Source: an optimization exercise on an open RTL-to-GDS flow (aim: small area and a short achievable clock period). Production flows keep margins and buffers that such runs may drop. The RTL was checked by simulation tests, not by an equivalence proof against the original design. Power is estimated from default activity; no workload was simulated.

$ cat flow/run.sh
#!/bin/bash
# synth_recipe.tcl (not shown) runs the flow's synth.tcl, then flattens the netlist and writes it again
# the make line also repeats each setting of config.mk as NAME=value (left out here)
make -C /OpenROAD-flow-scripts/flow DESIGN_CONFIG=/design/flow/config.mk WORK_HOME=/design/flow/orfs CLKGATE_MAP_FILE= SYNTH_SCRIPT=/design/flow/synth_recipe.tcl finish
$ cat flow/config.mk
export PLATFORM = sky130hd
export DESIGN_NAME = rename_unit
export DESIGN_NICKNAME = rename_unit
export VERILOG_FILES = /design/flow/design.v
export SDC_FILE = /design/flow/constraint.sdc
export NUM_CORES = 4
export LEC_CHECK = 0
export CAP_MARGIN = 20
export CORE_MARGIN = 2
export CORE_UTILIZATION = 40
export SETUP_SLACK_MARGIN = 3.5
export SLEW_MARGIN = 20
$ cat flow/constraint.sdc
create_clock -name core_clock -period 8.0 [get_ports {clk}]
set_input_delay 1.6000 -clock core_clock [delete_from_list [all_inputs] [get_ports {clk}]]
set_output_delay 1.6000 -clock core_clock [all_outputs]
set_load 0.01 [all_outputs]
$ cat flow/design.v
`default_nettype none
package rename_pkg;
  localparam int NUM_AREG   = 32;   
  localparam int NUM_PREG   = 64;   
  localparam int FREE_DEPTH = 32;   
  localparam int BR_DEPTH   = 4;    
  localparam int ZERO_AREG  = 31;   
  localparam int AW         = 5;    
  localparam int PW         = 6;    
  localparam int FW         = 6;    
  localparam int BW         = 2;    
endpackage
`default_nettype wire
`timescale 1ns/10ps
`default_nettype none
module rename_unit (
  input  wire        clk,
  input  wire        rst,
  input  wire        dispatch_i,
  input  wire [4:0]  req_opa_areg_i,
  input  wire [4:0]  req_opb_areg_i,
  input  wire [4:0]  req_dest_areg_i,
  input  wire        req_is_branch_i,
  input  wire        cdb_valid_i,
  input  wire [5:0]  cdb_preg_i,
  input  wire        retire_i,
  input  wire [5:0]  retire_preg_i,
  input  wire        resolve_i,
  input  wire        mispredict_i,
  output logic [5:0] rsp_opa_preg_o,
  output logic       rsp_opa_rdy_o,
  output logic [5:0] rsp_opb_preg_o,
  output logic       rsp_opb_rdy_o,
  output logic [5:0] rsp_dest_preg_o,
  output logic [5:0] rsp_dest_old_preg_o,
  output logic       stall_o
);
  localparam int NT = 64;
  logic [4:0]  areg_q [NT];
  logic [NT-1:0] vld_q;
  logic [NT-1:0] rdy_q;
  logic [NT-1:0] ck_vld_q  [4];
  logic [5:0]    ck_head_q [4];
  logic          ck_lap_q  [4];
  logic [1:0]    ck_rd_q;
  logic [1:0]    ck_wr_q;
  logic [2:0]    ck_cnt_q;
  logic [5:0]  fifo_q [32];
  logic [5:0]  head_q;
  logic        lap_q;      
  logic [5:0]  tail_q;
  logic        rec_q;      
  logic        cap_q;      
  logic [1:0]  cap_e_q;    
  logic dest_real, recover, accept, alloc, push, pop, empty, full;
  assign dest_real = (req_dest_areg_i != 5'd31);
  assign recover   = resolve_i & mispredict_i;
  assign pop       = resolve_i & ~mispredict_i;
  assign empty     = (head_q == tail_q);
  assign full      = ck_cnt_q[2];
  assign stall_o   = rec_q | recover | (dest_real & empty) | (req_is_branch_i & full);
  assign accept    = dispatch_i & ~stall_o;
  assign alloc     = accept & dest_real;
  assign push      = accept & req_is_branch_i;
  logic [5:0] free_tag;
  assign free_tag = lap_q ? fifo_q[head_q[4:0]] : {1'b1, head_q[4:0]};
  logic [NT-1:0] m_a, m_b, m_d, new_dec, cdb_dec, rdy_fwd;
  always_comb begin
    for (int t = 0; t < NT; t++) begin
      if (t == 31) begin
        m_a[t] = (req_opa_areg_i == 5'd31);
        m_b[t] = (req_opb_areg_i == 5'd31);
        m_d[t] = (req_dest_areg_i == 5'd31);
      end else begin
        m_a[t] = vld_q[t] & (areg_q[t] == req_opa_areg_i);
        m_b[t] = vld_q[t] & (areg_q[t] == req_opb_areg_i);
        m_d[t] = vld_q[t] & (areg_q[t] == req_dest_areg_i);
      end
      new_dec[t] = (free_tag == 6'(t));
      cdb_dec[t] = cdb_valid_i & (cdb_preg_i == 6'(t));
      rdy_fwd[t] = (t == 31) ? 1'b1 : (rdy_q[t] | cdb_dec[t]);
    end
  end
  always_comb begin
    rsp_opa_preg_o      = '0;
    rsp_opb_preg_o      = '0;
    rsp_dest_old_preg_o = '0;
    rsp_opa_rdy_o       = 1'b0;
    rsp_opb_rdy_o       = 1'b0;
    for (int t = 0; t < NT; t++) begin
      rsp_opa_preg_o      = rsp_opa_preg_o      | ({6{m_a[t]}} & 6'(t));
      rsp_opb_preg_o      = rsp_opb_preg_o      | ({6{m_b[t]}} & 6'(t));
      rsp_dest_old_preg_o = rsp_dest_old_preg_o | ({6{m_d[t]}} & 6'(t));
      rsp_opa_rdy_o       = rsp_opa_rdy_o | (m_a[t] & rdy_fwd[t]);
      rsp_opb_rdy_o       = rsp_opb_rdy_o | (m_b[t] & rdy_fwd[t]);
    end
  end
  assign rsp_dest_preg_o = dest_real ? free_tag : 6'd31;
  logic [NT-1:0] vld_upd;    
  always_comb begin
    for (int t = 0; t < NT; t++)
      vld_upd[t] = (t == 31) ? 1'b1 : ((vld_q[t] & ~(alloc & m_d[t])) | (alloc & new_dec[t]));
  end
  logic restore;
  assign restore = recover & ~(cap_q & (cap_e_q == ck_rd_q));
  logic [NT-1:0] head_dec;
  always_comb begin
    for (int t = 0; t < NT; t++)
      head_dec[t] = ~empty & new_dec[t];
  end
  always_ff @(posedge clk) begin
    for (int t = 0; t < NT; t++) begin
      if (t != 31) begin
        if (rst) vld_q[t] <= (t < 32);
        else     vld_q[t] <= restore ? ck_vld_q[ck_rd_q][t] : vld_upd[t];
        if (rst && t < 32) rdy_q[t] <= 1'b1;
        else               rdy_q[t] <= rdy_fwd[t] & ~head_dec[t];
      end
    end
  end
  always_ff @(posedge clk) begin
    for (int t = 0; t < NT; t++) begin
      if (t != 31) begin
        if (t < 32 && rst) areg_q[t] <= 5'(t);
        else if (head_dec[t]) areg_q[t] <= req_dest_areg_i;
      end
    end
  end
  logic [5:0] head_nx;
  logic       lap_nx;
  always_comb begin
    head_nx = head_q + 6'(alloc);
    lap_nx  = lap_q | (alloc & (head_q[4:0] == 5'd31));
  end
  always_ff @(posedge clk) begin
    if (rst) begin
      head_q <= 6'd0;
      lap_q  <= 1'b0;
      tail_q <= 6'd32;
    end else begin
      head_q <= recover ? ck_head_q[ck_rd_q] : head_nx;
      lap_q  <= recover ? ck_lap_q[ck_rd_q]  : lap_nx;
      tail_q <= tail_q + 6'(retire_i);
    end
  end
  always_ff @(posedge clk) begin
    for (int i = 0; i < 32; i++)
      if (retire_i && tail_q[4:0] == 5'(i)) fifo_q[i] <= retire_preg_i;
  end
  always_ff @(posedge clk) begin
    for (int e = 0; e < 4; e++) begin
      if (cap_q && cap_e_q == 2'(e))
        ck_vld_q[e]  <= vld_q;
      if (push && ck_wr_q == 2'(e)) begin
        ck_head_q[e] <= head_nx;
        ck_lap_q[e]  <= lap_nx;
      end
    end
  end
  always_ff @(posedge clk) cap_e_q <= ck_wr_q;
  always_ff @(posedge clk) begin
    if (rst) begin
      ck_rd_q  <= 2'd0;
      ck_wr_q  <= 2'd0;
      ck_cnt_q <= 3'd0;
      rec_q    <= 1'b0;
      cap_q    <= 1'b0;
    end else begin
      rec_q <= recover;
      cap_q <= push;
      if (recover) begin
        ck_rd_q  <= ck_wr_q;
        ck_cnt_q <= 3'd0;
      end else begin
        ck_wr_q  <= ck_wr_q + 2'(push);
        ck_rd_q  <= ck_rd_q + 2'(pop);
        ck_cnt_q <= ck_cnt_q + 3'(push) - 3'(pop);
      end
    end
  end
endmodule
`default_nettype wire
==> flow_summary.toml, run 1 <==
[clock_tree]
root_buffer = "clkbuf_16"
cts_made_buffers = 103
ctsHoldBuffers = 0
clk_latency_ps = 780
htree_num_levels = 3
cts_buffer_depth = 3
cts_tree = "built"
cts.sinks = 937
cts.clk_slew.worst_paths_ps = 60

[timing]
fin_crit_sh_pct = 71.0
period_minus_slack_ps = 5680
rsz0062_at_grt = "true"
clock_skew_ps = 72.1
slew_headroom_pct = 18.4
final-hold-violation-count = 0
clock.fmax_ghz = 0.176
setup_viol = 0
drv_slew = 0
tightest_slew_ps = 1220
tns_ps = 0

[worst_hold_path]
whs_path_depth = 0
hold_path.startpoint = "ck_wr_q[1]"
hp-class = "reg -> reg"
hold_path_end = "cap_e_q[1]"

[critical_path]
reg2regPathDepth = 13
rrSetupSlack_ps = 3430
r2r-end = "areg_q[40][0]"
rr_startpoint = "head_q[2]"
cp.required_ps = 6400
path_delay_family = "simple AND/OR/NAND/NOR gates"
cp-end-kind = "primary output"
crit_path_top_delay_cell = "nor4_1"
cp-start-kind = "input pin"
cp_slowest_stage_delay_ps = 320
path_class = "in -> out"
crit_chain = "buf_16 > buf_12 > buf_16 > xor2_1 > nor4_1 > and3_4 > nor2b_1 > nor4_1 > nand3_1 > nor4_2 > nand4_1 > buf_2"
crit_fanout = 6
worstPathArrival_ps = 4080
worst-path-buf-inv = 4

[global_routing]
grt_first_pass_wirelength_um = 287000
grt_max_degree = 50
antenna_found_initial = 7
grt_overflow = 0
grt_usage_pct = 32.5
grt_pass1_vias = 36644

[yosys]
post_synth.cell_area_avg_um2 = 11.6
synthArstFlopShare_pct = 0
synth_commonest_cells = "xor2_1 (759), edfxtp_1 (632), dfxtp_1 (305)"
yosysWarnings = 7
synth_fa_ha_area_share_pct = 0.248
synthCells = 4175
synth_edf_count = 632
synth_cell_types = 88
yosysTopAreaCellShare_pct = 39.1
synth_seq_area_share_pct = 51.7
synth-compound-area-share_pct = 5.83
yosys-top-cells-area = "edfxtp_1 (39%), xor2_1 (14%), dfxtp_1 (13%), xnor2_1 (3.7%), mux2i_1 (3.6%)"
yosys.area_share.simple_pct = 14.4
syn_nets = 4219
synth_top_family_by_area = "XOR/XNOR gates"
synth.largest_area_cell = "edfxtp_1"
synth_xor_area_share_pct = 17.4
syn_area_um2 = 48500
synthMuxAreaShare_pct = 7.13
yosysMostFrequentCell = "xor2_1"
ys_seq_elements = 937
ys.flop_type = "edfxtp_1"

[die]
die_area_um2 = 124000
die_x_um = 352
design.core.area_um2 = 120000
start_util_pct = 40.4
rows = 127
die_y_um = 352
pin_count = 62

[power_and_ir_drop]
power_density_nw_per_um2 = 201
cellLeakagePower_nw = 23.3
vdd_ir_drop_max_mv = 0.200

[route]
ant_nets = 0
routed_wl_um = 209000
viasPerCell = 6.15
vias = 38458
drtIter0Drc = 5091
detail_route.wl_per_cell_um = 33.4
drcViolationCount = 0
dr.pass1.iters = 9

[flow_run]
maxCapViolCount = 0

[final_layout]
drive_gt1_share_pct = 25.4
postLayoutCoreUtil_pct = 51.3
final_nets = 4592
area.growth.synth_to_final_pct = 27.2

[run_status]
status = "finished clean"

[place]
place_hpwl_um = 128000
portBuffers = 61
gp_congestion = 1.07
-- registers in the layout, indices dropped and copies added, names as in the netlist, 6 cells and up --
signal	cells
ck_vld_q	252
fifo_q	192
vld_q	63
ck_head_q	24
head_q	6
areg_q	315
rdy_q	63
tail_q	6
-- how the worst max path moves through the flow --
stage / startpoint / endpoint / slack [ps] / cells after the start
after global routing: req_opa_areg_i[2] / rsp_opa_preg_o[0] / 2320 / 14
after floorplan: req_opa_areg_i[2] / rsp_opa_preg_o[3] / 3010 / 8
after global placement: cdb_preg_i[1] / rsp_opa_rdy_o / 550 / 10
final: req_opb_areg_i[2] / rsp_opb_rdy_o / 2320 / 12
after CTS: req_opa_areg_i[2] / rsp_opa_preg_o[3] / 2430 / 12
after detailed placement: req_opb_areg_i[2] / rsp_opb_preg_o[4] / 1140 / 9
-- final cells by class --
type / count / area [µm²]
diodes: 4 / 10.0
well taps: 1612 / 2020
clock inverters: 68 / 873
clock buffers: 128 / 2730
inverters: 47 / 181
flip-flops and latches: 937 / 25100
fillers: 10450 / 58500
repair buffers: 531 / 6670
multi-input cells: 2928 / 24100
-- logic make-up after synthesis --
group,Yosys count
AO/OA/AOI/OAI,418
flip-flops,937
XOR/XNOR,965
buffers and inverters,311
adder cells (fa/ha/maj),9
multiplexers,254
AND/OR/NAND/NOR,1281
-- report_power, final --
part           internal, mW  leakage, nW  switching [mW]
logic                 0.754         13.4            1.07
clock network          2.94         1.72            2.18
registers              5.29         8.17           0.143
-- layer usage --
layer	wire, µm	track usage (%)
met1	78700	41.5
met2	90400	49.0
met3	22600	8.34
met4	17000	20.8
met5	42	0
-- placed cells by master, fill, tap and decap left out, types with 23 or more instances in the layout --
cell type | synthesis | final
xor2_2 | 0 | 26
nor2_1 | 247 | 231
a221oi_1 | 28 | 26
nand2_1 | 226 | 215
nor4_2 | 3 | 23
a21oi_1 | 112 | 83
and2_1 | 36 | 33
nand4_1 | 37 | 37
nand2_2 | 16 | 23
nand3_1 | 109 | 82
and3_1 | 154 | 68
a31oi_1 | 29 | 24
dfxtp_1 | 305 | 295
nand3_2 | 0 | 26
and3_4 | 0 | 54
mux2i_1 | 173 | 171
and3_2 | 0 | 32
a21o_1 | 34 | 34
edfxtp_1 | 632 | 632
o22ai_1 | 34 | 31
mux4_2 | 72 | 72
nor2b_1 | 40 | 39
inv_1 | 45 | 38
xor2_1 | 759 | 731
buf_6 | 25 | 72
clkbuf_16 | 0 | 110
o21ai_0 | 57 | 54
nor4_4 | 6 | 29
xnor2_1 | 206 | 206
buf_16 | 0 | 54
buf_12 | 0 | 54
nor4_1 | 224 | 181
buf_4 | 16 | 290
-- per-stage QoR --
stage	area [µm²]	total power [mW]	instances	setup slack, ps	hold slack [ps]
after CTS	59800	12.2	6148	2430	448
after global routing	61700	12.6	6251	2320	460
after floorplan	49400	6.35	4175	3010	400
after global placement	50900	6.84	5701	547	424
final	61700	12.4	6255	2320	445
after detailed placement	51000	6.85	5702	1140	437
-- what timing repair did --
action,in CTS,in global routing
setup endpoints to repair,266,40
setup buffers,203,98
resized for setup,641,225
gates cloned,47,5
pin swaps,109,127
==> inputs of run 2 (changes only) <==
--- a/flow/config.mk
+++ b/flow/config.mk
@@ -8,5 +8,6 @@
 export CAP_MARGIN = 20
 export CORE_MARGIN = 2
-export CORE_UTILIZATION = 40
-export SETUP_SLACK_MARGIN = 3.5
+export CORE_UTILIZATION = 55
+export PLACE_DENSITY = 0.75
+export SETUP_SLACK_MARGIN = 3.0
 export SLEW_MARGIN = 20
==> flow_summary.toml, run 2 <==
[yosys]
synth_xor_area_share_pct = 17.4
yosys-top-cells-area = "edfxtp_1 (39%), xor2_1 (14%), dfxtp_1 (13%), xnor2_1 (3.7%), mux2i_1 (3.6%)"
syn_nets = 4219
yosysTopAreaCellShare_pct = 39.1
yosysWarnings = 7
synth_top_family_by_area = "XOR/XNOR gates"
synth.largest_area_cell = "edfxtp_1"
synthArstFlopShare_pct = 0
syn_area_um2 = 48500
post_synth.cell_area_avg_um2 = 11.6
ys_seq_elements = 937
ys.flop_type = "edfxtp_1"
yosys.area_share.simple_pct = 14.4
yosysMostFrequentCell = "xor2_1"
synth-compound-area-share_pct = 5.83
synth_cell_types = 88
synth_commonest_cells = "xor2_1 (759), edfxtp_1 (632), dfxtp_1 (305)"
synth_seq_area_share_pct = 51.7
synth_fa_ha_area_share_pct = 0.248
synthCells = 4175
synthMuxAreaShare_pct = 7.13
synth_edf_count = 632

[run_status]
status = "finished clean"

[global_routing]
grt_overflow = 0
use_met2_pct = 64.3
grt_pass1_vias = 38350
met3_usage_pct = 14.7
grt_usage_pct = 43.8
antenna_found_initial = 14
met1_usage_pct = 53.9
grt_first_pass_wirelength_um = 282000
busiest_layer = "met2"
grt_max_degree = 58

[route]
detail_route.wl_per_cell_um = 35.1
drtIter0Drc = 6143
ant_nets = 0
vias = 39935
dr.pass1.iters = 9
routed_wl_um = 202000
viasPerCell = 6.94
drcViolationCount = 0

[critical_path]
cp.required_ps = 6400
path_class = "in -> out"
crit_fanout = 7
worstPathArrival_ps = 4200
cp-end-kind = "primary output"
reg2regPathDepth = 9
cp-start-kind = "input pin"

[die]
die_y_um = 301
die_x_um = 301
rows = 108
start_util_pct = 55.7
die_area_um2 = 90500
pin_count = 62
design.core.area_um2 = 87000

[timing]
rsz0062_at_grt = "true"
final-hold-violation-count = 0
whs_ps = 457
setup_viol = 0
tns_ps = 0
clock_skew_ps = 44.9
period_minus_slack_ps = 5800
drv_slew = 0
fin_crit_sh_pct = 72.5
slew_headroom_pct = 17.0
clock.fmax_ghz = 0.172
tightest_slew_ps = 1240

[clock_tree]
cts.clk_slew.worst_paths_ps = 60
cts_buffer_depth = 3
clk_latency_ps = 730
root_buffer = "clkbuf_16"
cts_made_buffers = 99
cts_tree = "built"
htree_num_levels = 3
cts.sinks = 937

[flow_run]
maxCapViolCount = 0

[final_layout]
final_nets = 4550
top_regs = "areg_q (315), ck_vld_q (252), fifo_q (192)"
final_common_cell = "xor2_1"
largest_reg_flops = 315
area.growth.synth_to_final_pct = 23.6
top_register = "areg_q"
final_cell_mix = "xor2_1 (727), edfxtp_1 (632), dfxtp_1 (297)"
drive_gt1_share_pct = 23.2

[power_and_ir_drop]
clkPwrFrac_pct = 40.7
power.net_switching_mw = 3.30
intPower_mw = 8.89
p_seq_share_pct = 44.6
swShare_pct = 27.1
combPwrFrac_pct = 14.7
cellLeakagePower_nw = 22.9
power_density_nw_per_um2 = 203
vdd_ir_drop_max_mv = 0.208

[place]
place_hpwl_um = 122000
gp_congestion = 1.11
portBuffers = 61

[worst_hold_path]
whs_path_depth = 0
hp-class = "reg -> reg"
## run 2: power groups by stage
stage	logic, mW	registers (mW)	clock network [mW]
final	1.80	5.43	4.96
after global routing	1.82	5.44	5.12
after CTS	1.62	5.43	4.95
after detailed placement	1.29	5.53	0
after global placement	1.27	5.53	0
after floorplan	0.859	5.45	0
## run 2: cell families (layout without fill, tap and decap cells)
kind of cell	count (synthesis)	after routing
AOI/OAI and AO/OA	418	418
xor gates and xnor gates	965	965
adders and majority gates	9	9
buffers and inverters	311	726
DFF	937	937
muxes	254	254
other	0	5
and+or+nand+nor	1281	1282
## run 2: cell type report
class,instances,area [µm²]
clock inverters,53,714
clock buffers,133,2810
multi-input cells,2928,23600
well taps,1155,1450
diodes,5,12.5
inverters,47,181
fillers,5913,27100
repair buffers,493,6080
flip-flops and latches,937,25100
## run 2: path summary, 6_finish.rpt
check | slack (ps) | from | endpoint
worst max-delay path | 2200 | cdb_preg_i[1] | rsp_opa_rdy_o
worst min-delay path | 460 | ck_wr_q[0] | cap_e_q[0]
worst max register to register | 3600 | head_q[2] | areg_q[36][0]
worst min register to register | 460 | ck_wr_q[0] | cap_e_q[0]
## run 2: what timing repair did
item                                    CTS  global route
resized for setup                       539           156
setup buffers                           196            86
gates cloned                             35             2
hold buffers                              0             0
endpoints found under the setup margin  107            26
pin swaps                               115            94
## run 2: routing by layer
layer | vias up | routed length (µm)
met5 | - | 120
met4 | 18 | 19300
met3 | 1122 | 28400
met2 | 3563 | 85300
met1 | 19405 | 69000
li1 | 15827 | -
## run 2: metrics by stage
step | util, % | cell area [µm²] | power, mW | std cells | setup slack, ps
after floorplan | - | 48900 | 6.31 | 4175 | 2990
after global placement | 57.7 | 50200 | 6.80 | 5238 | 1160
after detailed placement | 57.8 | 50300 | 6.83 | 5240 | 1120
after CTS | 67.2 | 58500 | 12.0 | 5657 | 2370
after global routing | 68.9 | 59900 | 12.4 | 5747 | 2300
final | 68.9 | 59900 | 12.2 | 5751 | 2200
## run 2: worst max-delay path, stage by stage
cell	delay [ps]
clkdlybuf4s15_2	280
nand2b_1	230
nor2_1	690
a21oi_1	420
o221ai_1	430
nor4_2	100
nand4_1	240
buf_2	190
==> inputs of run 3 (changes only) <==
--- a/flow/config.mk
+++ b/flow/config.mk
@@ -10,4 +10,4 @@
 export CORE_UTILIZATION = 55
 export PLACE_DENSITY = 0.75
-export SETUP_SLACK_MARGIN = 3.0
+export SETUP_SLACK_MARGIN = 3.5
 export SLEW_MARGIN = 20
==> flow_summary.toml, run 3 <==
[final_layout]
largest_reg_flops = 315
final_common_cell = "xor2_1"
final_cell_mix = "xor2_1 (720), edfxtp_1 (632), dfxtp_1 (297)"
final_nets = 4592
area.growth.synth_to_final_pct = 26.5
drive_gt1_share_pct = 26.6
top_regs = "areg_q (315), ck_vld_q (252), fifo_q (192)"
top_register = "areg_q"

[place]
gp_congestion = 1.07
dp_slack_ps = 734
portBuffers = 61
place_hpwl_um = 123000

[worst_hold_path]
hp-class = "reg -> reg"
hold_path.startpoint = "ck_wr_q[0]"
whs_path_depth = 0
hold_path_end = "cap_e_q[0]"

[power_and_ir_drop]
vdd_ir_drop_max_mv = 0.228
power_density_nw_per_um2 = 199
cellLeakagePower_nw = 23.3

[timing]
clock.fmax_ghz = 0.174
fin_crit_sh_pct = 71.8
rsz0062_at_grt = "true"
drv_slew = 0
final-hold-violation-count = 0
setup_viol = 0
clock_skew_ps = 50.9
tns_ps = 0
slew_headroom_pct = 13.0
layout_setup_ws_ps = 2250
tightest_slew_ps = 1300
whs_ps = 457
period_minus_slack_ps = 5750

[die]
die_x_um = 301
start_util_pct = 55.7
pin_count = 62
rows = 108
die_y_um = 301
design.core.area_um2 = 87000
die_area_um2 = 90500

[critical_path]
cp-end-kind = "primary output"
r2r-end = "areg_q[29][1]"
worstPathArrival_ps = 4150
rrSetupSlack_ps = 3400
cp_slowest_stage_delay_ps = 590
rr_startpoint = "head_q[2]"
crit_fanout = 7
worst-path-buf-inv = 4
path_class = "in -> out"
crit_top_cell = "buf_16"
reg2regPathDepth = 12
path_delay_family = "simple AND/OR/NAND/NOR gates"
crit_path_top_delay_cell = "or4_4"
crit_chain = "buf_16 > buf_16 > buf_8 > xor2_1 > nor4_1 > and3_4 > a31oi_4 > nor3b_2 > nand4_1 > or4_4 > buf_6"
cp.required_ps = 6400
cp-start-kind = "input pin"

[clock_tree]
cts_made_buffers = 97
root_buffer = "clkbuf_16"
cts_tree = "built"
clk_latency_ps = 750
cts_buffer_depth = 3
cts.sinks = 937
cts.clk_slew.worst_paths_ps = 60
htree_num_levels = 3
ctsHoldBuffers = 0

[route]
routed_wl_um = 206000
drcViolationCount = 0
drtIter0Drc = 6548
ant_nets = 0
vias = 40317
dr.pass1.iters = 6
detail_route.wl_per_cell_um = 35.5
viasPerCell = 6.96

[yosys]
synth_cell_types = 88
synthCells = 4175
yosysMostFrequentCell = "xor2_1"
synth_edf_count = 632
synth_seq_area_share_pct = 51.7
ys.flop_type = "edfxtp_1"
yosys-top-cells-area = "edfxtp_1 (39%), xor2_1 (14%), dfxtp_1 (13%), xnor2_1 (3.7%), mux2i_1 (3.6%)"
post_synth.cell_area_avg_um2 = 11.6
synth_commonest_cells = "xor2_1 (759), edfxtp_1 (632), dfxtp_1 (305)"
ys_seq_elements = 937
yosysWarnings = 7
syn_nets = 4219
synthArstFlopShare_pct = 0
syn_area_um2 = 48500
yosysTopAreaCellShare_pct = 39.1
synth.largest_area_cell = "edfxtp_1"

[global_routing]
grt_overflow = 0
grt_usage_pct = 43.6
grt_pass1_vias = 37751
grt_max_degree = 99
antenna_found_initial = 12
grt_first_pass_wirelength_um = 280000

[flow_run]
maxCapViolCount = 0

[run_status]
status = "finished clean"
==> run 3: repair_timing <==
item	4_1_cts	5_1_grt
gates cloned	37	3
pin swaps	139	129
setup buffers	198	115
setup endpoints to repair	181	27
gates resized for setup	732	220
==> run 3: final cells by class <==
| type | count | area [µm²] |
|---|---|---|
| fill | 5714 | 25700 |
| sequential | 937 | 25100 |
| multi-input combinational | 2927 | 24500 |
| timing repair buffer | 538 | 6620 |
| clock buffer | 124 | 2630 |
| tap | 1155 | 1450 |
| clock inverter | 59 | 808 |
| inverter | 47 | 181 |
| antenna | 8 | 20.0 |
==> run 3: cell families after synthesis <==
family / share of synthesized area [%]
xor gates and xnor gates: 17.4
buffers and inverters: 3.21
adders and majority gates: 0.248
muxes: 7.13
DFF: 51.7
AOI/OAI and AO/OA: 5.83
and+or+nand+nor: 14.4
==> run 3: worst max path at each step <==
| stage | from | end | slack (ps) | cells past startpoint |
|---|---|---|---|---|
| after floorplan | req_opa_areg_i[2] | rsp_opa_preg_o[3] | 3010 | 8 |
| after global placement | req_dest_areg_i[2] | rsp_dest_old_preg_o[4] | 800 | 10 |
| after detailed placement | req_dest_areg_i[2] | rsp_dest_old_preg_o[4] | 730 | 10 |
| after CTS | req_dest_areg_i[3] | rsp_dest_old_preg_o[4] | 2450 | 11 |
| after global routing | req_opb_areg_i[2] | rsp_opb_preg_o[2] | 2250 | 11 |
| final | req_dest_areg_i[3] | rsp_dest_old_preg_o[4] | 2250 | 11 |
==> run 3: per-layer routing <==
| layer | wire length (µm) | share of wire (%) | GRT usage [%] |
|---|---|---|---|
| met1 | 72000 | 35 | 55.5 |
| met2 | 85900 | 42 | 63.9 |
| met3 | 28200 | 14 | 13.0 |
| met5 | 49 | 0.024 | 0 |
| met4 | 19800 | 9.6 | 30.5 |
==> run 3: power breakdown <==
group | leakage [nW] | internal, mW | switching [mW] | total (mW)
clock | 1.64 | 2.78 | 2.10 | 4.88
sequential | 8.17 | 5.29 | 0.149 | 5.44
combinational | 13.5 | 0.770 | 1.12 | 1.89
total | 23.3 | 8.84 | 3.37 | 12.2
==> run 3: stage by stage <==
step           instance area [µm²]  power [mW]  instances  utilization (%)
6_report                     61300        12.2       5795             70.5
5_1_grt                      61300        12.4       5788             70.4
4_1_cts                      59200        12.0       5669             68.0
3_5_place_dp                 50400        6.84       5251             57.9
3_3_place_gp                 50400        6.82       5249             57.9
2_1_floorplan                49400        6.35       4175                -
==> inputs of run 4 (changes only) <==
--- a/flow/config.mk
+++ b/flow/config.mk
@@ -9,4 +9,6 @@
 export CORE_MARGIN = 2
 export CORE_UTILIZATION = 55
+export CTS_CLUSTER_DIAMETER = 60
+export CTS_CLUSTER_SIZE = 30
 export PLACE_DENSITY = 0.75
 export SETUP_SLACK_MARGIN = 3.5
==> flow_summary.toml, run 4 <==
[timing]
setup_viol = 0
tightest_slew_ps = 1170
final-hold-violation-count = 0
period_minus_slack_ps = 5730
rsz0062_at_grt = "true"
slew_headroom_pct = 21.6
fin_crit_sh_pct = 71.6
tns_ps = 0
clock.fmax_ghz = 0.175
drv_slew = 0
clock_skew_ps = 51.7

[final_layout]
top_register = "areg_q"
top_regs = "areg_q (315), ck_vld_q (252), fifo_q (192)"
drive_gt1_share_pct = 24.1
final_cell_mix = "xor2_1 (727), edfxtp_1 (632), dfxtp_1 (297)"
fin_cells = 5697
postLayoutCoreUtil_pct = 68.6
fillers = 6033
final_common_cell = "xor2_1"
final_nets = 4516
area.growth.synth_to_final_pct = 23.1
largest_reg_flops = 315

[yosys]
synthArstFlopShare_pct = 0
synth_edf_count = 632
synth_commonest_cells = "xor2_1 (759), edfxtp_1 (632), dfxtp_1 (305)"
synth_seq_area_share_pct = 51.7
yosysWarnings = 7
yosysMostFrequentCell = "xor2_1"
syn_area_um2 = 48500
synth.largest_area_cell = "edfxtp_1"
syn_nets = 4219
yosys-top-cells-area = "edfxtp_1 (39%), xor2_1 (14%), dfxtp_1 (13%), xnor2_1 (3.7%), mux2i_1 (3.6%)"
ys_seq_elements = 937
yosysTopAreaCellShare_pct = 39.1
synthCells = 4175
synth_cell_types = 88
ys.flop_type = "edfxtp_1"
post_synth.cell_area_avg_um2 = 11.6

[place]
portBuffers = 61
gp_congestion = 1.07
place_hpwl_um = 123000
placed_cells = 5251

[clock_tree]
ctsHoldBuffers = 0
cts_tree = "built"
cts.sinks = 937
clk_latency_ps = 710
root_buffer = "clkbuf_16"
cts.clk_slew.worst_paths_ps = 90
htree_num_levels = 3
cts_buffer_depth = 3
cts_made_buffers = 72

[power_and_ir_drop]
power.net_switching_mw = 3.49
vdd_ir_drop_max_mv = 0.262
swShare_pct = 30.4
combPwrFrac_pct = 15.7
cellLeakagePower_nw = 22.6
p_seq_share_pct = 47.2
intPower_mw = 8.01
power_density_nw_per_um2 = 193
power_mw = 11.5
clkPwrFrac_pct = 37.1

[global_routing]
grt_overflow = 0
antenna_found_initial = 15
grt_first_pass_wirelength_um = 281000
grt_usage_pct = 43.6
grt_pass1_vias = 37741
grt_max_degree = 99

[route]
vias = 39400
drcViolationCount = 0
dr.pass1.iters = 6
drtIter0Drc = 6001
routed_wl_um = 200000
ant_nets = 0
viasPerCell = 6.92
detail_route.wl_per_cell_um = 35.1

[die]
die_y_um = 301
die_area_um2 = 90500
pin_count = 62
rows = 108
design.core.area_um2 = 87000
die_x_um = 301
start_util_pct = 55.7

[critical_path]
crit_fanout = 10
cp.required_ps = 6400
path_class = "in -> out"
cp-end-kind = "primary output"
cp-start-kind = "input pin"
worstPathArrival_ps = 4130

[worst_hold_path]
hp-class = "reg -> reg"

[run_status]
status = "finished clean"

[flow_run]
maxCapViolCount = 0
## run 4: cell counts after synthesis
No cell type changed its count.
## run 4: layout make-up
| type | instances | area [µm²] | share of cell area [%] |
|---|---|---|---|
| inverters | 47 | 179 | 0.300 |
| well taps | 1155 | 1450 | 2.42 |
| flip-flops and latches | 937 | 25100 | 42.1 |
| diodes | 10 | 25.0 | 0.0419 |
| multi-input cells | 2928 | 24100 | 40.4 |
| repair buffers | 486 | 5940 | 9.95 |
| clock buffers | 76 | 1860 | 3.12 |
| clock inverters | 58 | 978 | 1.64 |
## run 4: logic make-up after synthesis
group | synth area share, %
AOI/OAI and AO/OA | 5.83
xor gates and xnor gates | 17.4
adders and majority gates | 0.248
buffers and inverters | 3.21
DFF | 51.7
muxes | 7.13
and+or+nand+nor | 14.4
## run 4: metal layers
layer / GRT usage [%] / vias to the layer above / share of wire (%)
met1: 54.7 / 19313 / 35
met4: 32.4 / 20 / 9.6
met2: 63.5 / 3250 / 42
met3: 13.5 / 1023 / 13
li1: - / 15794 / -
met5: 0 / - / 0.069
## run 4: per-stage QoR
| step | setup slack (ps) | hold slack, ps | instance area, µm² |
|---|---|---|---|
| 4_1_cts | 2440 | 445 | 58600 |
| 2_1_floorplan | 3010 | 400 | 49400 |
| 3_5_place_dp | 734 | 433 | 50400 |
| 5_1_grt | 2330 | 469 | 59600 |
| 6_report | 2270 | 465 | 59700 |
| 3_3_place_gp | 801 | 417 | 50400 |
## run 4: power by group through the flow
stage,sequential (mW),clock [mW],combinational [mW]
finish,5.43,4.26,1.81
global placement,5.53,0,1.29
CTS,5.42,4.26,1.67
detailed placement,5.53,0,1.31
floorplan,5.45,0,0.896
global route,5.44,4.43,1.84
## run 4: worst max-delay path, stage by stage
cell and delay (ps):
buf_16 180, buf_4 250, xor2_1 160, nor4_1 60, and3_1 240, nor2_1 110, and3b_2 360, nand4_1 410
or4_4 570, buf_6 140
## run 4: final timing paths
path | slack (ps) | startpoint | end | depth (start not counted)
worst max-delay path | 2270 | req_dest_areg_i[4] | rsp_dest_old_preg_o[4] | 10
worst min-delay path | 460 | ck_wr_q[0] | cap_e_q[0] | 0
worst max register to register | 3470 | head_q[1] | areg_q[8][0] | 13
worst min register to register | 460 | ck_wr_q[0] | cap_e_q[0] | 0
## run 4: repair_timing
action,CTS,global route
resized for setup,728,117
pin swaps,129,95
cloned,37,1
setup buffers,216,47
setup endpoints to repair,165,49
==> inputs of run 5 (changes only) <==
--- a/flow/config.mk
+++ b/flow/config.mk
@@ -9,6 +9,6 @@
 export CORE_MARGIN = 2
 export CORE_UTILIZATION = 55
-export CTS_CLUSTER_DIAMETER = 60
-export CTS_CLUSTER_SIZE = 30
+export CTS_CLUSTER_DIAMETER = 70
+export CTS_CLUSTER_SIZE = 25
 export PLACE_DENSITY = 0.75
 export SETUP_SLACK_MARGIN = 3.5
==> flow_summary.toml, run 5 <==
[run_status]
status = "finished clean"

[timing]
clock.fmax_ghz = 0.174
tns_ps = 0
layout_setup_ws_ps = 2260
clock_skew_ps = 48.0
setup_viol = 0
whs_ps = 458
tightest_slew_ps = 1210
period_minus_slack_ps = 5740
slew_headroom_pct = 19.0
final-hold-violation-count = 0
fin_crit_sh_pct = 71.7
rsz0062_at_grt = "true"
drv_slew = 0

[route]
routed_wl_um = 200000
ant_nets = 0
drcViolationCount = 0
dr.pass1.iters = 8
drtIter0Drc = 6271
detail_route.wl_per_cell_um = 35.2
viasPerCell = 6.89
vias = 39227

[yosys]
yosysMostFrequentCell = "xor2_1"
synth.largest_area_cell = "edfxtp_1"
ys_seq_elements = 937
syn_area_um2 = 48500
synth_commonest_cells = "xor2_1 (759), edfxtp_1 (632), dfxtp_1 (305)"
synthArstFlopShare_pct = 0
yosysWarnings = 7
yosys-top-cells-area = "edfxtp_1 (39%), xor2_1 (14%), dfxtp_1 (13%), xnor2_1 (3.7%), mux2i_1 (3.6%)"
synth_cell_types = 88
yosysTopAreaCellShare_pct = 39.1
synth_edf_count = 632
synthCells = 4175
syn_nets = 4219
post_synth.cell_area_avg_um2 = 11.6
ys.flop_type = "edfxtp_1"
synth_seq_area_share_pct = 51.7

[die]
pin_count = 62
die_x_um = 301
design.core.area_um2 = 87000
start_util_pct = 55.7
die_y_um = 301
die_area_um2 = 90500
rows = 108

[place]
dp_slack_ps = 734
gp_congestion = 1.07
place_hpwl_um = 123000
portBuffers = 61

[clock_tree]
htree_num_levels = 2
cts_buffer_depth = 3
cts_tree = "built"
root_buffer = "clkbuf_16"
cts_made_buffers = 56
cts.clk_slew.worst_paths_ps = 100
ctsHoldBuffers = 0
cts.sinks = 937
clk_latency_ps = 730

[global_routing]
grt_max_degree = 99
grt_pass1_vias = 37194
grt_first_pass_wirelength_um = 277000
grt_usage_pct = 43.2
antenna_found_initial = 13
grt_overflow = 0

[final_layout]
final_cell_mix = "xor2_1 (737), edfxtp_1 (632), dfxtp_1 (297)"
top_regs = "areg_q (315), ck_vld_q (252), fifo_q (192)"
final_common_cell = "xor2_1"
drive_gt1_share_pct = 23.5
postLayoutCoreUtil_pct = 67.9
area.growth.synth_to_final_pct = 22.0
final_nets = 4530
top_register = "areg_q"
largest_reg_flops = 315

[critical_path]
cp-start-kind = "input pin"
cp_slowest_stage_delay_ps = 600
path_class = "in -> out"
cp.required_ps = 6400
worstPathArrival_ps = 4140
crit_path_top_delay_cell = "or4_4"
crit_fanout = 6
cp-end-kind = "primary output"
crit_chain = "buf_16 > buf_16 > buf_12 > buf_12 > xor2_4 > nor4_4 > a31oi_4 > nor3b_2 > nand4_1 > or4_4 > buf_6"

[power_and_ir_drop]
power_density_nw_per_um2 = 180
cellLeakagePower_nw = 22.3
vdd_ir_drop_max_mv = 0.255
power_mw = 10.7

[worst_hold_path]
hp-class = "reg -> reg"

[flow_run]
maxCapViolCount = 0
[run 5: changes by cell type in the layout (fill, tap and decap cells not counted), moves of 5 or more]
cell / delta
buf_4: +25
clkbuf_1: +17
clkbuf_16: -12
xor2_2: -11
xor2_1: +10
clkinv_8: -8
inv_12: -8
inv_16: -8
buf_6: -7
diode_2: -7
buf_12: +5
[run 5: logic make-up after synthesis]
logic type / synth area share (%)
AND/OR/NAND/NOR: 14.4
XOR/XNOR: 17.4
flip-flops: 51.7
AO/OA/AOI/OAI: 5.83
buffers and inverters: 3.21
multiplexers: 7.13
adder cells (fa/ha/maj): 0.248
[run 5: per-stage QoR]
stage | area (µm²) | instances
final | 59100 | 5692
after detailed placement | 50400 | 5251
after global placement | 50400 | 5249
after floorplan | 49400 | 4175
after CTS | 57700 | 5606
after global routing | 59100 | 5689
[run 5: final timing paths]
check | from | to | slack [ps] | cells past startpoint
hold reg to reg | ck_wr_q[0] | cap_e_q[0] | 460 | 0
setup reg to reg | head_q[1] | areg_q[29][1] | 3460 | 12
hold / removal | ck_wr_q[0] | cap_e_q[0] | 460 | 0
setup / recovery | req_dest_areg_i[3] | rsp_dest_old_preg_o[4] | 2260 | 11
[run 5: critical path: cells and delay by family]
| family | cells | cell delay [ps] |
|---|---|---|
| and+or+nand+nor | 4 | 1290 |
| buffers and inverters | 5 | 730 |
| xor gates and xnor gates | 1 | 170 |
| AOI/OAI and AO/OA | 1 | 310 |
[run 5: layer usage]
layer	part of all wire, %	wire length [µm]	up-vias	global-route usage [%]
met5	0.027	55	-	0
met3	14	27200	993	12.5
met2	42	83700	3269	63.8
li1	-	-	15793	-
met1	35	70300	19164	54.7
met4	9.5	18900	8	30.0
[run 5: final cells by class]
class / count / area (µm²)
clock inverters: 27 / 428
clock buffers: 79 / 1560
multi-input cells: 2927 / 24100
repair buffers: 517 / 6330
diodes: 3 / 7.51
flip-flops and latches: 937 / 25100
well taps: 1155 / 1450
inverters: 47 / 181
fillers: 6104 / 27900
[run 5: what timing repair did]
item | CTS | global route
buffers inserted | 211 | 77
resized for setup | 681 | 157
gates cloned | 38 | 4
endpoints found under the setup margin | 169 | 27
pin swaps | 121 | 103
hold endpoints to repair | 0 | 0
[run 5: report_power, final]
part	switching, mW	leakage, nW	total (mW)	internal, mW
combinational	1.09	13.2	1.84	0.750
clock	1.90	0.955	3.40	1.51
sequential	0.144	8.17	5.43	5.28
total	3.12	22.3	10.7	7.54
==> inputs of run 6 (changes only) <==
--- a/flow/config.mk
+++ b/flow/config.mk
@@ -8,5 +8,5 @@
 export CAP_MARGIN = 20
 export CORE_MARGIN = 2
-export CORE_UTILIZATION = 55
+export CORE_UTILIZATION = 60
 export CTS_CLUSTER_DIAMETER = 70
 export CTS_CLUSTER_SIZE = 25
==> flow_summary.toml, run 6 <==
[yosys]
synthCells = 4175
synth.largest_area_cell = "edfxtp_1"
yosysWarnings = 7
post_synth.cell_area_avg_um2 = 11.6
synthArstFlopShare_pct = 0
syn_area_um2 = 48500
yosys.area_share.simple_pct = 14.4
synth-compound-area-share_pct = 5.83
synth_commonest_cells = "xor2_1 (759), edfxtp_1 (632), dfxtp_1 (305)"
synth_cell_types = 88
synth_fa_ha_area_share_pct = 0.248
synthMuxAreaShare_pct = 7.13
synth_xor_area_share_pct = 17.4
yosysTopAreaCellShare_pct = 39.1
ys.flop_type = "edfxtp_1"
synth_seq_area_share_pct = 51.7
synth_edf_count = 632
yosys-top-cells-area = "edfxtp_1 (39%), xor2_1 (14%), dfxtp_1 (13%), xnor2_1 (3.7%), mux2i_1 (3.6%)"
yosysMostFrequentCell = "xor2_1"
ys_seq_elements = 937
synth_top_family_by_area = "XOR/XNOR gates"
syn_nets = 4219

[timing]
tns_ps = 0
clock_skew_ps = 47.9
clock.fmax_ghz = 0.175
final-hold-violation-count = 0
setup_viol = 0
fin_crit_sh_pct = 71.6
tightest_slew_ps = 1260
period_minus_slack_ps = 5730
slew_headroom_pct = 15.8
rsz0062_at_grt = "true"
drv_slew = 0

[clock_tree]
cts_made_buffers = 53
htree_num_levels = 2
cts.clk_slew.worst_paths_ps = 90
clk_latency_ps = 700
root_buffer = "clkbuf_16"
cts_buffer_depth = 3
cts.sinks = 937
ctsHoldBuffers = 0
cts_tree = "built"

[route]
dr.pass1.iters = 6
ant_nets = 0
vias = 39476
routed_wl_um = 205000
drcViolationCount = 0
detail_route.wl_per_cell_um = 36.4
drtIter0Drc = 6162
viasPerCell = 7.02

[critical_path]
worstPathArrival_ps = 4130
crit_start = "req_dest_areg_i[3]"
r2r-end = "rdy_q[4]"
crit_fanout = 5
cp-endpoint = "rsp_dest_old_preg_o[3]"
rr_startpoint = "head_q[2]"
cp-start-kind = "input pin"
rrSetupSlack_ps = 3460
cp.required_ps = 6400
reg2regPathDepth = 12
path_class = "in -> out"
cp-end-kind = "primary output"

[power_and_ir_drop]
p_seq_share_pct = 52.0
power_density_nw_per_um2 = 177
vdd_ir_drop_max_mv = 0.182
power.net_switching_mw = 3.05
combPwrFrac_pct = 17.9
clkPwrFrac_pct = 30.1
power_mw = 10.4
intPower_mw = 7.39
swShare_pct = 29.2
cellLeakagePower_nw = 22.5

[worst_hold_path]
hp-class = "reg -> reg"

[flow_run]
maxCapViolCount = 0

[die]
die_y_um = 288
start_util_pct = 60.4
die_x_um = 288
pin_count = 62
die_area_um2 = 83100
rows = 104
design.core.area_um2 = 80300

[global_routing]
grt_first_pass_wirelength_um = 282000
grt_usage_pct = 48.2
met1_usage_pct = 62.0
grt_overflow = 0
busiest_layer = "met2"
use_met2_pct = 68.8
grt_max_degree = 66
grt_pass1_vias = 37357
met3_usage_pct = 17.4
antenna_found_initial = 9

[final_layout]
final_nets = 4554
top_regs = "areg_q (315), ck_vld_q (252), fifo_q (192)"
final_cell_mix = "xor2_1 (739), edfxtp_1 (632), buf_4 (309)"
top_register = "areg_q"
area.growth.synth_to_final_pct = 21.9
largest_reg_flops = 315
final_common_cell = "xor2_1"
drive_gt1_share_pct = 24.2

[place]
portBuffers = 61
place_hpwl_um = 121000
gp_congestion = 1.05

[run_status]
status = "finished clean"
==> run 6: per-stage QoR <==
step | hold slack, ps | utilization, % | area (µm²) | instances | worst slack, ps
after CTS | 449 | 71.5 | 57400 | 5503 | 2470
after global routing | 480 | 73.6 | 59100 | 5616 | 2330
after global placement | 425 | 62.4 | 50100 | 5138 | 1220
after floorplan | 400 | - | 49400 | 4175 | 3010
after detailed placement | 435 | 62.4 | 50100 | 5138 | 1200
final | 451 | 73.6 | 59100 | 5622 | 2270
==> run 6: what timing repair did <==
action,CTS,global route
resized for setup,651,168
gates cloned,48,6
pin swaps,122,89
setup endpoints to repair,226,50
buffers inserted,217,106
==> run 6: power groups by stage <==
| stage | registers, mW | clock network (mW) | logic, mW |
|---|---|---|---|
| global route | 5.44 | 3.28 | 1.90 |
| floorplan | 5.45 | 0 | 0.896 |
| global placement | 5.52 | 0 | 1.29 |
| detailed placement | 5.53 | 0 | 1.30 |
| CTS | 5.41 | 3.12 | 1.68 |
| finish | 5.43 | 3.15 | 1.87 |
==> run 6: cell families after synthesis <==
logic type | count (synthesis)
xor+xnor | 965
fa+ha+maj | 9
compound gates | 418
mux | 254
flops | 937
buf+inv | 311
simple gates | 1281
==> run 6: layout make-up <==
cell class	instances	area, µm²
clock buffer	72	1400
fill	5281	21200
multi-input combinational	2929	24000
tap	1060	1330
clock inverter	28	354
inverter	47	179
timing repair buffer	542	6730
sequential	937	25100
antenna	7	17.5
==> run 6: worst max-delay path, cell delays in order <==
cell     delay, ps
buf_16         150
buf_12         150
buf_16         140
buf_4          140
xor2_2         160
nor4_1          70
nand3_1        350
nor4b_4        290
buf_4          200
nand3_2        100
or4_4          610
buf_6          160
==> run 6: worst min-delay path by stage <==
stage                     from          to  slack [ps]  depth (start not counted)
detailed placement  ck_wr_q[0]  cap_e_q[0]         440                          0
global placement    ck_wr_q[0]  cap_e_q[0]         430                          0
global route        ck_wr_q[0]  cap_e_q[0]         480                          0
floorplan           ck_wr_q[0]  cap_e_q[0]         400                          0
CTS                 ck_wr_q[0]  cap_e_q[0]         450                          0
finish              ck_wr_q[0]  cap_e_q[0]         450                          0
==> run 6: per-layer routing <==
layer	wire length [µm]	part of all wire [%]
met2	83700	41
met4	18300	9.0
met5	258	0.13
met1	72400	35
met3	30100	15

-- re-timing with driven ports --
Ports are ideal in the flow. The routed layouts listed here were re-timed in OpenROAD. Step 1 assumes that a clkbuf_16 drives the clock port and a buf_2 every other input. Step 2 times the ports against the registers' clock, not the clock port: input delays grow and output delays shrink by t, the midpoint of the rising clock arrivals with the driver on. Three values: no drivers, after step 1, after step 2; two values: the first two.
| run | t, ns | setup WS [ns] | worst hold slack (ns) | worst setup path after step 2 | clock arrival spread, ns |
|---|---|---|---|---|---|
| run 1 | 0.817 | 2.320 / 1.943 / 1.943 | 0.445 / 0.445 / 0.445 | input to output | 0.074 / 0.074 |
| run 2 | 0.775 | 2.202 / 2.014 / 2.014 | 0.457 / 0.457 / 0.457 | input to output | 0.048 / 0.048 |
| run 3 | 0.794 | 2.253 / 1.961 / 1.961 | 0.457 / 0.457 / 0.457 | input to output | 0.051 / 0.051 |
| run 4 | 0.760 | 2.270 / 1.953 / 1.953 | 0.465 / 0.465 / 0.465 | input to output | 0.053 / 0.054 |
| run 5 | 0.773 | 2.264 / 1.979 / 1.979 | 0.458 / 0.458 / 0.458 | input to output | 0.048 / 0.048 |
| run 6 | 0.747 | 2.270 / 2.037 / 2.037 | 0.451 / 0.451 / 0.451 | input to output | 0.050 / 0.050 |
After both steps setup and hold are still met in every run listed. For run 1, which loses most, drivers alone change the setup slack by -0.377 ns; drivers and shift together by -0.377 ns.
